Source: an optimization exercise on an open RTL-to-GDS flow (aim: small area, a short achievable clock period and few clock cycles per item). Production flows keep margins and buffers that such runs may drop. Where RTL was checked, it was by simulation tests only, not by an equivalence proof against the original. Power is estimated from default activity; no workload was simulated.

==> job 6779 <==
==> flow/design.v (excerpt) <==
module dual_incremental_pi_speed_control (
    input  wire                        aclk,
    input  wire                        aresetn,
    input  wire                        cfg_wr_en,
    input  wire [CFG_INDEX_WIDTH-1:0]  cfg_index,
    input  wire [CFG_DATA_WIDTH-1:0]   cfg_wr_data,
    input  wire                        s_tvalid,
    output logic                       s_tready,
    input  wire [IN_DATA_WIDTH-1:0]    s_tdata,
    output logic                       m_tvalid,
    input  wire                        m_tready,
    output logic [OUT_DATA_WIDTH-1:0]  m_tdata
);
export LEC_CHECK = 0
export CAP_MARGIN = 20
export CORE_MARGIN = 2
export CORE_UTILIZATION = 40
export SLEW_MARGIN = 20
create_clock -name core_clock -period 13.0 [get_ports {aclk}]
standard.sh (not shown) runs the stock make flow with config.mk's settings and CLKGATE_MAP_FILE= SYNTH_SCRIPT=/design/flow/synth_recipe.tcl, a recipe that flattens the netlist after the stock synthesis.
==> flow/flow/run.sh <==
#!/bin/bash
set -euo pipefail
MARGIN=$(cat flow/margin.txt)
bash standard.sh SETUP_SLACK_MARGIN=$MARGIN finish > standard.log 2>&1
==> flow/flow/margin.txt <==
9
==> job 3526: changes against job 6779 <==
- ABC_AREA: unset -> 1
==> job 7876: changes against job 6779 <==
--- a/flow/design.v
+++ b/flow/design.v
@@ -1679,23 +1679,27 @@
             end
         end
         if (!r0_load && accept) begin
             en_sk <= en_in; ea_sk <= ea_in; eb_sk <= eb_in;
         end
     end
     logic [16:0] epa, epb;
-    assign epa = en_l ? ea_l : 17'h0;
-    assign epb = en_l ? eb_l : 17'h0;
     always_ff @(posedge aclk) begin
         if (!aresetn) begin
             v1   <= 1'b0;
             en_l <= 1'b0;
+            epa  <= 17'h0;
+            epb  <= 17'h0;
         end else if (go) begin
             v1 <= v0;
-            if (v0) en_l <= en0;
+            if (v0) begin
+                en_l <= en0;
+                epa  <= en0 ? ea0 : 17'h0;
+                epb  <= en0 ? eb0 : 17'h0;
+            end
         end
     end
     logic [RW-1:0] ra, rb;
     logic          cla, clb;
     dipsc_sa u_sa_a (.e(ea0), .ep(epa), .gn(gna_r), .gp(gpa_r), .gs(gsa_r), .rows(ra), .cl(cla));
     dipsc_sa u_sa_b (.e(eb0), .ep(epb), .gn(gnb_r), .gp(gpb_r), .gs(gsb_r), .rows(rb), .cl(clb));
     always_ff @(posedge aclk) begin
==> flow/flow/margin.txt (replaced) <==
8.7
- ABC_AREA: unset -> 1
==> results.txt <==
outcome=timing/DRC/antenna clean; final worst slack=8600 ps; Post-Place Cells=6258; power per cell area=142 mW/mm2; clk_skew=around 54 ps; met2 global-route usage=46.4%; seq_cells=around 450; fraction of area in multi-input gates=56.5%; final std cells w/o fill=6833; clk_buf instances=66; Hold Crit Start=eb_l[1]$_DFFE_PP_; Seq cells post-synth=about 450; Worst Setup SP=en_l$_SDFFE_PN0P_; First-pass DRT Iterations=9; Clock Power=1.54 mW; seq pwr=1.93 mW
The numbers above come from job 3526.

==> results.txt <==
outcome=timing/DRC/antenna clean; First-pass DRT Iterations=8; power per cell area=approximately 120 mW/mm2; Worst Setup SP=ra1[56]$_DFFE_PP_; seq_cells=448; Hold Crit Start=gpa_r[9]$_SDFFE_PN1P_; Clock Power=1.55 mW; clk_skew=24.5 ps; met2 global-route usage=41.4%; fraction of area in multi-input gates=between 60% and 70%; Post-Place Cells=5827; clk_buf instances=68
The numbers above come from job 6779.

==> results.txt <==
outcome=timing/DRC/antenna clean; First-pass DRT Iterations=8; clk_skew=around 47 ps; Clock Power=1.72 mW; Worst Setup SP=ea0[3]$_DFFE_PP_; met2 global-route usage=43.0%; Seq cells post-synth=482; Post-Place Cells=between 6000 and 7000
The numbers above come from job 7876.

Testbench counts of job 7876, summed over its fixed seeds: cycles 48,528, items 48,000.
Function not checked in job 6779 and job 3526: the RTL went through the layout flow alone.

==> v27: inputs <==
dual_incremental_pi_speed_control, a different RTL version from the one above (not shown whole).
Settings: LEC_CHECK=0, ABC_AREA=1, CAP_MARGIN=20, CORE_MARGIN=2, CORE_UTILIZATION=40, CTS_BUF_LIST=sky130_fd_sc_hd__clkbuf_8, PLACE_DENSITY=0.7, SLEW_MARGIN=20; clock period 13.0 ns.
==> flow/flow/run.sh <==
#!/bin/bash
# The standard layout (standard.sh: the standard flow's synthesis and ORFS flow, unchanged
# scripts) with two settings changed:
#  - timing repair is asked to leave more setup slack than the clock period
#    needs (flow/margin.txt), so that paths end up shorter;
set -euo pipefail
MARGIN=$(cat flow/margin.txt)
bash standard.sh SETUP_SLACK_MARGIN=$MARGIN \
  "BUFFER_PORTS_ARGS=-buffer_cell sky130_fd_sc_hd__buf_2" finish > standard.log 2>&1
==> flow/flow/margin.txt <==
8.7
==> v8 (differences from v27) <==
--- a/flow/design.v
+++ b/flow/design.v
@@ -1398,18 +1398,15 @@
     assign cl = lsum[8];
     assign rows = {1'b0, 1'b0, a31_749, a30_747, a29_743, a28_737, a27_729, a26_719, a25_707, a24_693, a23_677, a22_659, a21_639, a20_617, a19_593, a18_567, a17_539, a16_511, a15_483, a14_457, a13_433, a12_411, a11_391, a10_373, a9_357, a8_343, 1'b0, a31_750, a30_748, a29_744, a28_738, a27_730, a26_720, a25_708, a24_694, a23_678, a22_660, a21_640, a20_618, a19_594, a18_568, a17_540, a17_537, a16_509, a14_458, a13_434, a12_412, a12_409, a11_389, a9_358, a8_344, a7_332, 1'b1, a32_290, a30_746, a29_742, a28_736, a28_735, a26_718, a26_717, a25_705, a24_691, a22_658, a21_638, a21_637, a20_615, a19_591, a18_565, a16_510, a15_484, a15_481, a14_455, a13_431, a11_390, a10_374, a10_371, a9_355, a7_330};
 endmodule
 module dipsc_sb (
     input  wire [77:0] rows,
     input  wire        cl,
     input  wire [15:0] u,
-    input  wire [14:0] lim,
-    output wire [15:0] s,
-    output wire        gt,
-    output wire        lt
+    output wire [19:0] s
 );
     wire b8_1;
     wire b8_2;
     wire b9_3;
     wire b9_4;
     wire b10_5;
     wire b10_6;
@@ -1544,26 +1541,16 @@
     assign {b31_84, b31_83} = {1'b0, u[15]} + {1'b0, b30_78} + {1'b0, b31_81};
     assign {b32_86, b32_85} = {1'b0, rows[24]} + {1'b0, rows[50]} + {1'b0, rows[76]};
     assign {b32_88, b32_87} = {1'b0, u[15]} + {1'b0, b31_82} + {1'b0, b32_85};
     assign {b33_90, b33_89} = {1'b0, rows[25]} + {1'b0, rows[51]} + {1'b0, rows[77]};
     assign {b33_92, b33_91} = {1'b0, u[15]} + {1'b0, b32_86} + {1'b0, b33_89};
     wire [25:0] ra = {b32_88, b31_84, b30_80, b29_76, b28_72, b27_68, b26_64, b25_60, b24_56, b23_52, b22_48, b21_44, b20_40, b19_36, b18_32, b17_28, b16_24, b15_20, b14_16, b14_13, b12_10, b11_8, b10_6, b9_4, b8_2, rows[52]};
     wire [25:0] rb = {b33_91, b32_87, b31_83, b30_79, b29_75, b28_71, b27_67, b26_63, b25_59, b24_55, b23_51, b22_47, b21_43, b20_39, b19_35, b18_31, b17_27, b16_23, b15_19, b14_15, b13_11, b12_9, b11_7, b10_5, b9_3, b8_1};
-    wire [21:0] sum = ra[21:0] + rb[21:0];
-    assign s = sum[21:6];
-    wire [25:0] k1 = {5'b11111, ~lim, 6'b0};
-    wire [25:0] k2 = {5'b00000, lim, 6'b0};
-    wire [25:0] x1 = ra ^ rb ^ k1;
-    wire [25:0] y1 = {(ra[24:0] & rb[24:0]) | (ra[24:0] & k1[24:0]) | (rb[24:0] & k1[24:0]), 1'b0};
-    wire [25:0] t1 = x1 + y1;
-    wire [25:0] x2 = ra ^ rb ^ k2;
-    wire [25:0] y2 = {(ra[24:0] & rb[24:0]) | (ra[24:0] & k2[24:0]) | (rb[24:0] & k2[24:0]), 1'b0};
-    wire [25:0] t2 = x2 + y2;
-    assign gt = !t1[25];
-    assign lt = t2[25];
+    wire [25:0] sum = ra + rb;
+    assign s = sum[25:6];
 endmodule
 `default_nettype wire
 `default_nettype none
 import dipsc_pkg::*;
 module dual_incremental_pi_speed_control (
     input  wire                        aclk,
     input  wire                        aresetn,
@@ -1598,51 +1585,17 @@
                 REG_GAIN_PREV_A:     gpa_r <= cfg_wr_data;
                 REG_GAIN_NOW_B:      gnb_r <= cfg_wr_data;
                 REG_GAIN_PREV_B:     gpb_r <= cfg_wr_data;
                 default: ;
             endcase
         end
     end
-    function automatic logic [6:0] add6(input logic [5:0] a, input logic [5:0] b,
-                                        input logic ci);
-        logic c;
-        c = ci;
-        for (int i = 0; i < 6; i++) begin
-            {c, add6[i]} = {1'b0, a[i]} + {1'b0, b[i]} + {1'b0, c};
-        end
-        add6[6] = c;
-    endfunction
-    logic [16:0] gna_x, gpa_x, gnb_x, gpb_x;
-    logic [6:0]  gsa_0, gsa_1, gsa_2, gsb_0, gsb_1, gsb_2;
-    logic        gca_6, gca_12, gcb_6, gcb_12;
-    logic [1:0]  cfg_hold;
-    assign gna_x = {gna_r[15], gna_r};
-    assign gpa_x = {gpa_r[15], gpa_r};
-    assign gnb_x = {gnb_r[15], gnb_r};
-    assign gpb_x = {gpb_r[15], gpb_r};
-    assign gsa_0 = add6(gna_x[5:0], gpa_x[5:0], 1'b0);
-    assign gsa_1 = add6(gna_x[11:6], gpa_x[11:6], gca_6);
-    assign gsa_2 = add6({1'b0, gna_x[16:12]}, {1'b0, gpa_x[16:12]}, gca_12);
-    assign gsb_0 = add6(gnb_x[5:0], gpb_x[5:0], 1'b0);
-    assign gsb_1 = add6(gnb_x[11:6], gpb_x[11:6], gcb_6);
-    assign gsb_2 = add6({1'b0, gnb_x[16:12]}, {1'b0, gpb_x[16:12]}, gcb_12);
     always_ff @(posedge aclk) begin
-        gsa_r  <= {gsa_2[4:0], gsa_1[5:0], gsa_0[5:0]};
-        gca_6  <= gsa_0[6];
-        gca_12 <= gsa_1[6];
-        gsb_r  <= {gsb_2[4:0], gsb_1[5:0], gsb_0[5:0]};
-        gcb_6  <= gsb_0[6];
-        gcb_12 <= gsb_1[6];
-    end
-    always_ff @(posedge aclk) begin
-        if (!aresetn || cfg_wr_en) begin
-            cfg_hold <= 2'd2;
-        end else if (cfg_hold != 2'd0) begin
-            cfg_hold <= cfg_hold - 2'd1;
-        end
+        gsa_r <= 17'(gna_r) + 17'(gpa_r);
+        gsb_r <= 17'(gnb_r) + 17'(gpb_r);
     end
     logic               go, r0_load, accept;
     logic               v0, vs, v1;
     logic               en_in;
     logic signed [16:0] ea_in, eb_in;
     logic               en_sk, en0;
     logic signed [16:0] ea_sk, eb_sk, ea0, eb0;
@@ -1653,16 +1606,16 @@
     logic signed [15:0] da_o, db_o;
     logic signed [16:0] ea_o, eb_o;
     assign en_in = s_tdata[0];
     assign ea_in = 17'(ref_r) - 17'($signed(s_tdata[16:1]));
     assign eb_in = 17'(ref_r) - 17'($signed(s_tdata[32:17]));
     assign go       = !m_tvalid || m_tready;
     assign r0_load  = go || !v0;
-    assign s_tready = !vs && (cfg_hold == 2'd0);
-    assign accept   = s_tvalid && s_tready;
+    assign s_tready = !vs;
+    assign accept   = s_tvalid && !vs;
     always_ff @(posedge aclk) begin
         if (!aresetn) begin
             v0 <= 1'b0;
             vs <= 1'b0;
         end else if (r0_load) begin
             v0 <= vs || accept;
             vs <= 1'b0;
@@ -1679,27 +1632,23 @@
             end
         end
         if (!r0_load && accept) begin
             en_sk <= en_in; ea_sk <= ea_in; eb_sk <= eb_in;
         end
     end
     logic [16:0] epa, epb;
+    assign epa = en_l ? ea_l : 17'h0;
+    assign epb = en_l ? eb_l : 17'h0;
     always_ff @(posedge aclk) begin
         if (!aresetn) begin
             v1   <= 1'b0;
             en_l <= 1'b0;
-            epa  <= 17'h0;
-            epb  <= 17'h0;
         end else if (go) begin
             v1 <= v0;
-            if (v0) begin
-                en_l <= en0;
-                epa  <= en0 ? ea0 : 17'h0;
-                epb  <= en0 ? eb0 : 17'h0;
-            end
+            if (v0) en_l <= en0;
         end
     end
     logic [RW-1:0] ra, rb;
     logic          cla, clb;
     dipsc_sa u_sa_a (.e(ea0), .ep(epa), .gn(gna_r), .gp(gpa_r), .gs(gsa_r), .rows(ra), .cl(cla));
     dipsc_sa u_sa_b (.e(eb0), .ep(epb), .gn(gnb_r), .gp(gpb_r), .gs(gsb_r), .rows(rb), .cl(clb));
     always_ff @(posedge aclk) begin
@@ -1708,34 +1657,40 @@
             eb_l <= eb0;
             ra1  <= ra;
             cla1 <= cla;
             rb1  <= rb;
             clb1 <= clb;
         end
     end
-    logic [15:0] nlim;
-    logic [15:0] sa, sb;
-    logic        gta, lta, gtb, ltb;
-    assign nlim = -{1'b0, lim_r};
-    dipsc_sb u_sb_a (.rows(ra1), .cl(cla1), .u(da_o), .lim(lim_r), .s(sa), .gt(gta), .lt(lta));
-    dipsc_sb u_sb_b (.rows(rb1), .cl(clb1), .u(db_o), .lim(lim_r), .s(sb), .gt(gtb), .lt(ltb));
+    function automatic logic [15:0] clamp(
+        input logic signed [19:0] s, input logic [14:0] lim
+    );
+        logic signed [19:0] hi;
+        hi = 20'($signed({1'b0, lim}));
+        if (s > hi)            clamp = 16'(hi);
+        else if (s + hi < 0)   clamp = 16'(-hi);
+        else                   clamp = s[15:0];
+    endfunction
+    logic [19:0] sa, sb;
+    dipsc_sb u_sb_a (.rows(ra1), .cl(cla1), .u(da_o), .s(sa));
+    dipsc_sb u_sb_b (.rows(rb1), .cl(clb1), .u(db_o), .s(sb));
     always_ff @(posedge aclk) begin
         if (!aresetn) begin
             m_tvalid <= 1'b0;
         end else if (go) begin
             m_tvalid <= v1;
         end
     end
     always_ff @(posedge aclk) begin
         if (!aresetn) begin
             da_o <= 16'h0;
             db_o <= 16'h0;
         end else if (go && v1) begin
-            da_o <= !en_l ? 16'h0 : gta ? {1'b0, lim_r} : lta ? nlim : sa;
-            db_o <= !en_l ? 16'h0 : gtb ? {1'b0, lim_r} : ltb ? nlim : sb;
+            da_o <= en_l ? clamp(sa, lim_r) : 16'h0;
+            db_o <= en_l ? clamp(sb, lim_r) : 16'h0;
         end
     end
     always_ff @(posedge aclk) begin
         if (go && v1) begin
             ea_o <= ea_l;
             eb_o <= eb_l;
         end
==> flow/run.sh (new file) <==
#!/bin/bash
# synth_recipe.tcl (not shown) runs the flow's synth.tcl, then flattens the netlist and writes it again
# the make line also repeats each setting of config.mk as NAME=value (left out here)
make -C /OpenROAD-flow-scripts/flow DESIGN_CONFIG=/design/flow/config.mk WORK_HOME=/design/flow/orfs CLKGATE_MAP_FILE= SYNTH_SCRIPT=/design/flow/synth_recipe.tcl finish
==> flow/config.mk (replaced) <==
export PLATFORM = sky130hd
export DESIGN_NAME = dual_incremental_pi_speed_control
export DESIGN_NICKNAME = dual_incremental_pi_speed_control
export VERILOG_FILES = /design/flow/design.v
export SDC_FILE = /design/flow/constraint.sdc
export NUM_CORES = 4
export LEC_CHECK = 0
export CAP_MARGIN = 20
export CORE_MARGIN = 2
export CORE_UTILIZATION = 40
export SLEW_MARGIN = 20
removed: flow/flow/run.sh
removed: flow/flow/margin.txt
removed: flow/standard.sh
==> results.txt <==
quantity	v27	v8
Run status	complete, no violations	complete, no violations
Fin Clk Skew	60.9 ps	39.2 ps
Post-synthesis area per instance	8.99 sq um	10.3 sq um
Most common cell after layout, fill and taps aside	inv_1	mux2_2
Post-layout util	44.8%	44.2%
Net switching power figure	3330 uW	5440 uW
Total stage count of the critical path	12	22
Area delta synth->final	11.4%	9.70%
Hold-critical path endpoint	ea_o[14]	eb_o[1]
Met2 Wirelength	77000 um	70200 um
Multi-input gate share of total cell area	57.3%	62.0%
Number of multi-input combinational cells	3493	3258
Critical path arrival	4750 ps	7240 ps
TritonCTS Buffers	88	50
Synthesized-area fraction occupied by xor and xnor cells	1.18%	1.50%
Crit Path Max Fanout	14	17
Area of the core region	114000 sq um	114000 sq um
Maximum number of pins on one net before global-route repair	144	121
Total global routing track utilization	30.9%	27.9%
Number of levels in the clock H-tree	3	2
Floorplan die height	343 um	343 um
Testbench counts of v27, summed over its fixed seeds: cycles 48,528, items 48,000.
No functional check of the RTL was part of v8.

separate check: timing with driven ports:
Ports are ideal in the flow. The routed layouts listed here were re-timed in OpenROAD. Step 1 assumes that a clkbuf_16 drives the clock port and a buf_2 every other input. Step 2 times the ports against the registers' clock, not the clock port: input delays grow and output delays shrink by t, the midpoint of the rising clock arrivals with the driver on. a / b / c = ideal ports / drivers / drivers and shift; a / b = the first two.
run | t (ns) | setup slack, ns | cell pins on the clock port's net
job 6779 | 0.708 | 8.556 / 8.556 / 7.894 | 1
job 3526 | 0.714 | 8.596 / 8.596 / 8.349 | 1
job 7876 | 0.733 | 8.603 / 8.603 / 8.079 | 1
v27 | 0.777 | 8.700 / 8.680 / 8.186 | 1
v8 | 0.697 | 6.279 / 6.279 / 6.279 | 1
After both steps every run listed still meets setup and hold. For job 6779, which loses most, drivers alone change the setup slack by 0.000 ns; drivers and shift together by -0.662 ns.
